From an optimization exercise on the open Yosys and OpenROAD flow, aimed at small area, a short achievable clock period and few clock cycles per item; shortcuts taken in it are not production practice.
RTL that was checked went through simulation tests only; none was proved equivalent to the original.
Power figures rest on the tool's default switching activity, not on a simulated workload.

==> module cakeLane, before the edit <==
module cakeLane
#(
	parameter bit FallsDown = 1'b1,
	parameter logic [1:0] Speed = 2'd1,
	parameter logic [53:0] StartY = '0,
	parameter int NumWrap = 6,
	parameter logic [17:0] WrapOrder = '0
)(
	input logic update,
	input logic rst,
	input logic step,
	input logic [9:0] pixelY,
	input logic qLoad,
	input logic qYHigh,
	output logic [5:0] rowHit
);
	localparam int CakesPerLane = 6;
	localparam int Ring = 480 / Speed;
	localparam int CakeSize = 20;
	localparam int MovesW = $clog2(Ring);
	logic [MovesW-1:0] moves;
	logic [7:0] drift;
	logic [2:0] wraps;
	logic [CakesPerLane-1:0] wrapped;
	logic atEdge;
	logic [8:0] ringY;
	logic [9:0] driftY;
	logic [8:0] ringYNext;
	logic [9:0] driftYNext;
	cakeRowAdd #(.W(9)) ringAdd (
		.a(pixelY[8:0]),
		.b(FallsDown ? ~(9'(moves) * 9'(Speed)) : 9'(moves) * 9'(Speed)),
		.cin(FallsDown),
		.sum(ringYNext)
	);
	cakeRowAdd #(.W(10)) driftAdd (
		.a(pixelY),
		.b({1'b0, drift, 1'b0}),
		.cin(1'b0),
		.sum(driftYNext)
	);
	always_ff @(posedge update)
	begin
		if (qLoad)
		begin
			ringY <= ringYNext;
			driftY <= driftYNext;
		end
	end
	function automatic logic inWindow9(input logic [8:0] pos, input int lo);
		int a;
		int b;
		a = (lo + 1) % 512;
		b = (lo + CakeSize - 1) % 512;
		if (a <= b)
			inWindow9 = (pos >= 9'(a)) && (pos <= 9'(b));
		else
			inWindow9 = (pos >= 9'(a)) || (pos <= 9'(b));
	endfunction
	function automatic logic inWindow10(input logic [9:0] pos, input int lo);
		int a;
		int b;
		a = (lo + 1) % 1024;
		b = (lo + CakeSize - 1) % 1024;
		if (a <= b)
			inWindow10 = (pos >= 10'(a)) && (pos <= 10'(b));
		else
			inWindow10 = (pos >= 10'(a)) || (pos <= 10'(b));
	endfunction
	function automatic int edgeMoves(input int w);
		int k;
		k = int'(StartY[9*WrapOrder[3*w +: 3] +: 9]) / int'(Speed);
		edgeMoves = FallsDown ? Ring - k : k;
	endfunction
	function automatic int wrapRank(input int c);
		wrapRank = CakesPerLane;
		for (int w = 0; w < NumWrap; w++)
			if (int'(WrapOrder[3*w +: 3]) == c)
				wrapRank = w;
	endfunction
	always_comb
	begin
		atEdge = 1'b0;
		for (int w = 0; w < NumWrap; w++)
			if (wraps == 3'(w) && moves == MovesW'(edgeMoves(w)))
				atEdge = 1'b1;
	end
	always_comb
	begin
		for (int c = 0; c < CakesPerLane; c++)
		begin
			int s;
			s = int'(StartY[9*c +: 9]);
			wrapped[c] = (wraps > 3'(wrapRank(c)));
			if (Speed != 2'd1 && s % 2 == 1)
				rowHit[c] = ({drift, 1'b0} > 9'(s)) ? inWindow10(driftY, s + 512) : inWindow10(driftY, s);
			else if (wrapped[c])
				rowHit[c] = !qYHigh && inWindow9(ringY, FallsDown ? s + 32 : s + 512 - 32);
			else
				rowHit[c] = !qYHigh && inWindow9(ringY, s);
		end
	end
	always_ff @(posedge update)
	begin
		if (rst)
		begin
			moves <= '0;
			drift <= '0;
			wraps <= '0;
		end
		else if (step)
		begin
			if (atEdge)
				wraps <= wraps + 3'd1;
			else
			begin
				if (moves == MovesW'(Ring - 1))
				begin
					moves <= '0;
					wraps <= '0;
				end
				else
					moves <= moves + MovesW'(1);
				drift <= drift + 8'd1;
			end
		end
	end
endmodule
==> module cakeHitTester, before the edit <==
module cakeHitTester
(
	input logic update,
	input logic rst,
	input logic qValid,
	input logic [3:0] qLane,
	output logic qPop,
	input logic [23:0] rowHit,
	output logic hitReq,
	output logic [23:0] hitMask,
	input logic hitAck
);
	localparam int NumLanes = 4;
	localparam int CakesPerLane = 6;
	logic [23:0] hitNow;
	always_comb
	begin
		for (int l = 0; l < NumLanes; l++)
			for (int c = 0; c < CakesPerLane; c++)
				hitNow[l * CakesPerLane + c] = qLane[l] && rowHit[l * CakesPerLane + c];
	end
	assign qPop = qValid && !hitReq && !hitAck;
	always_ff @(posedge update)
	begin
		if (rst)
			hitReq <= 1'b0;
		else if (qPop)
			hitReq <= 1'b1;
		else if (hitAck)
			hitReq <= 1'b0;
	end
	always_ff @(posedge update)
	begin
		if (!hitReq)
			hitMask <= hitNow;
	end
endmodule
==> flow/config.mk <==
export PLATFORM = sky130hd
export DESIGN_NAME = cakeField
export DESIGN_NICKNAME = cakeField
export VERILOG_FILES = /design/flow/design.v
export SDC_FILE = /design/flow/constraint.sdc
export NUM_CORES = 4
export LEC_CHECK = 0
export CAP_MARGIN = 20
export CORE_MARGIN = 2
export CORE_UTILIZATION = 40
export SETUP_SLACK_MARGIN = 2.3
export SLEW_MARGIN = 20
==> flow/constraint.sdc <==
create_clock -name core_clock -period 4.5 [get_ports {update}]
set_input_delay 0.9000 -clock core_clock [delete_from_list [all_inputs] [get_ports {update}]]
set_output_delay 0.9000 -clock core_clock [all_outputs]
set_load 0.01 [all_outputs]
standard.sh (not shown) runs the stock make flow with config.mk's settings and CLKGATE_MAP_FILE= SYNTH_SCRIPT=/design/flow/synth_recipe.tcl, a recipe that flattens the netlist after the stock synthesis.
==> flow/flow/run.sh <==
#!/bin/bash
# Own layout flow: the standard flow, with the port buffers made from
# plain buffers (the standard flow picks a slow delay cell for them) and
# with the resizer free to swap a cell for one of another footprint.
# Synthesis is the standard one, run unchanged.
set -euo pipefail
bash standard.sh synth > synth.log 2>&1
bash standard.sh \
	"BUFFER_PORTS_ARGS=-buffer_cell sky130_fd_sc_hd__buf_4" \
	MATCH_CELL_FOOTPRINT=0 \
	finish > layout.log 2>&1
The first run completed without violations.
Testbench counts at the start, summed over its fixed seeds: cycles 6,904, queries 3,072.
Then changed:
--- a/flow/design.v
+++ b/flow/design.v
@@ -20,12 +20,15 @@
 	localparam int MovesW = $clog2(Ring);
 	logic [MovesW-1:0] moves;
 	logic [7:0] drift;
 	logic [2:0] wraps;
 	logic [CakesPerLane-1:0] wrapped;
 	logic atEdge;
+	logic roundEnd;
+	logic [MovesW-1:0] movesUp;
+	logic [7:0] driftUp;
 	logic [8:0] ringY;
 	logic [9:0] driftY;
 	logic [8:0] ringYNext;
 	logic [9:0] driftYNext;
 	cakeRowAdd #(.W(9)) ringAdd (
 		.a(pixelY[8:0]),
@@ -75,18 +78,21 @@
 	function automatic int wrapRank(input int c);
 		wrapRank = CakesPerLane;
 		for (int w = 0; w < NumWrap; w++)
 			if (int'(WrapOrder[3*w +: 3]) == c)
 				wrapRank = w;
 	endfunction
-	always_comb
-	begin
-		atEdge = 1'b0;
-		for (int w = 0; w < NumWrap; w++)
-			if (wraps == 3'(w) && moves == MovesW'(edgeMoves(w)))
-				atEdge = 1'b1;
+	assign movesUp[0] = !moves[0];
+	for (genvar i = 1; i < MovesW; i++)
+	begin : gMovesUp
+		assign movesUp[i] = moves[i] ^ (&moves[i-1:0]);
+	end
+	assign driftUp[0] = !drift[0];
+	for (genvar i = 1; i < 8; i++)
+	begin : gDriftUp
+		assign driftUp[i] = drift[i] ^ (&drift[i-1:0]);
 	end
 	always_comb
 	begin
 		for (int c = 0; c < CakesPerLane; c++)
 		begin
 			int s;
@@ -104,27 +110,37 @@
 	begin
 		if (rst)
 		begin
 			moves <= '0;
 			drift <= '0;
 			wraps <= '0;
+			atEdge <= 1'b0;
+			roundEnd <= 1'b0;
 		end
 		else if (step)
 		begin
 			if (atEdge)
+			begin
 				wraps <= wraps + 3'd1;
+				atEdge <= 1'b0;
+			end
 			else
 			begin
-				if (moves == MovesW'(Ring - 1))
+				if (roundEnd)
 				begin
 					moves <= '0;
 					wraps <= '0;
 				end
 				else
-					moves <= moves + MovesW'(1);
-				drift <= drift + 8'd1;
+					moves <= movesUp;
+				drift <= driftUp;
+				atEdge <= 1'b0;
+				for (int w = 0; w < NumWrap; w++)
+					if (!roundEnd && wraps == 3'(w) && moves == MovesW'(edgeMoves(w) - 1))
+						atEdge <= 1'b1;
+				roundEnd <= !roundEnd && (moves == MovesW'(Ring - 2));
 			end
 		end
 	end
 endmodule
 module cakeRowAdd
 #(
@@ -219,18 +235,20 @@
 	output logic hitReq,
 	output logic [23:0] hitMask,
 	input logic hitAck
 );
 	localparam int NumLanes = 4;
 	localparam int CakesPerLane = 6;
-	logic [23:0] hitNow;
+	logic [5:0] cakeNow;
+	logic [3:0] hitLane;
+	logic [5:0] hitCake;
 	always_comb
 	begin
+		cakeNow = '0;
 		for (int l = 0; l < NumLanes; l++)
-			for (int c = 0; c < CakesPerLane; c++)
-				hitNow[l * CakesPerLane + c] = qLane[l] && rowHit[l * CakesPerLane + c];
+			cakeNow = cakeNow | (qLane[l] ? rowHit[l * CakesPerLane +: CakesPerLane] : '0);
 	end
 	assign qPop = qValid && !hitReq && !hitAck;
 	always_ff @(posedge update)
 	begin
 		if (rst)
 			hitReq <= 1'b0;
@@ -239,13 +257,21 @@
 		else if (hitAck)
 			hitReq <= 1'b0;
 	end
 	always_ff @(posedge update)
 	begin
 		if (!hitReq)
-			hitMask <= hitNow;
+		begin
+			hitLane <= qLane;
+			hitCake <= cakeNow;
+		end
+	end
+	always_comb
+	begin
+		for (int l = 0; l < NumLanes; l++)
+			hitMask[l * CakesPerLane +: CakesPerLane] = hitLane[l] ? hitCake : '0;
 	end
 endmodule
 module cakeField
 (
 	input logic update,
 	input logic rst,
Outcome: The new run produced a clean layout. Count of clock-buffer cells in the layout came out lower by 2. Setup slack improves by 35 ps. Synthesized area came out higher slightly. Via count came out higher by a few percent. Cell area came out lower slightly. Routed wire length came out higher by a few percent. Clock power came out lower by a little under a tenth. Total power came out lower by a few percent. First-iteration DRC count came out higher by roughly a tenth. Core utilization came out lower by 0.33 points. Combinational power came out higher by about a fifth. Sequential share of layout area came out lower by 2.5 points. Sequential power came out lower by a few percent.
Function not checked in the second run of this note: the RTL went through the layout flow alone.

-- re-timing with driven ports --
The results above use ideal ports. As a check the final layouts listed here were re-extracted and re-timed, cells and wires unchanged. Step 1 assumes that a clkbuf_16 drives the clock port and a buf_2 every other input. Step 2, shift: input delay + t, output delay - t, t = (earliest + latest rising clock arrival at the registers) / 2. This alone moves slack from input paths to output paths. a / b / c = no drivers / after step 1 / after step 2; a / b = the first two.
run | t (ns) | slack for setup (ns) | cell pins on the clock port's net
the first run | 0.465 | 2.251 / 2.253 / 1.788 | 1
the second run | 0.470 | 2.286 / 2.279 / 1.810 | 1
After both steps setup and hold are still met in every run listed. The setup slack of the second run, which loses most, moves by -0.007 ns with the drivers and by -0.476 ns with both steps.
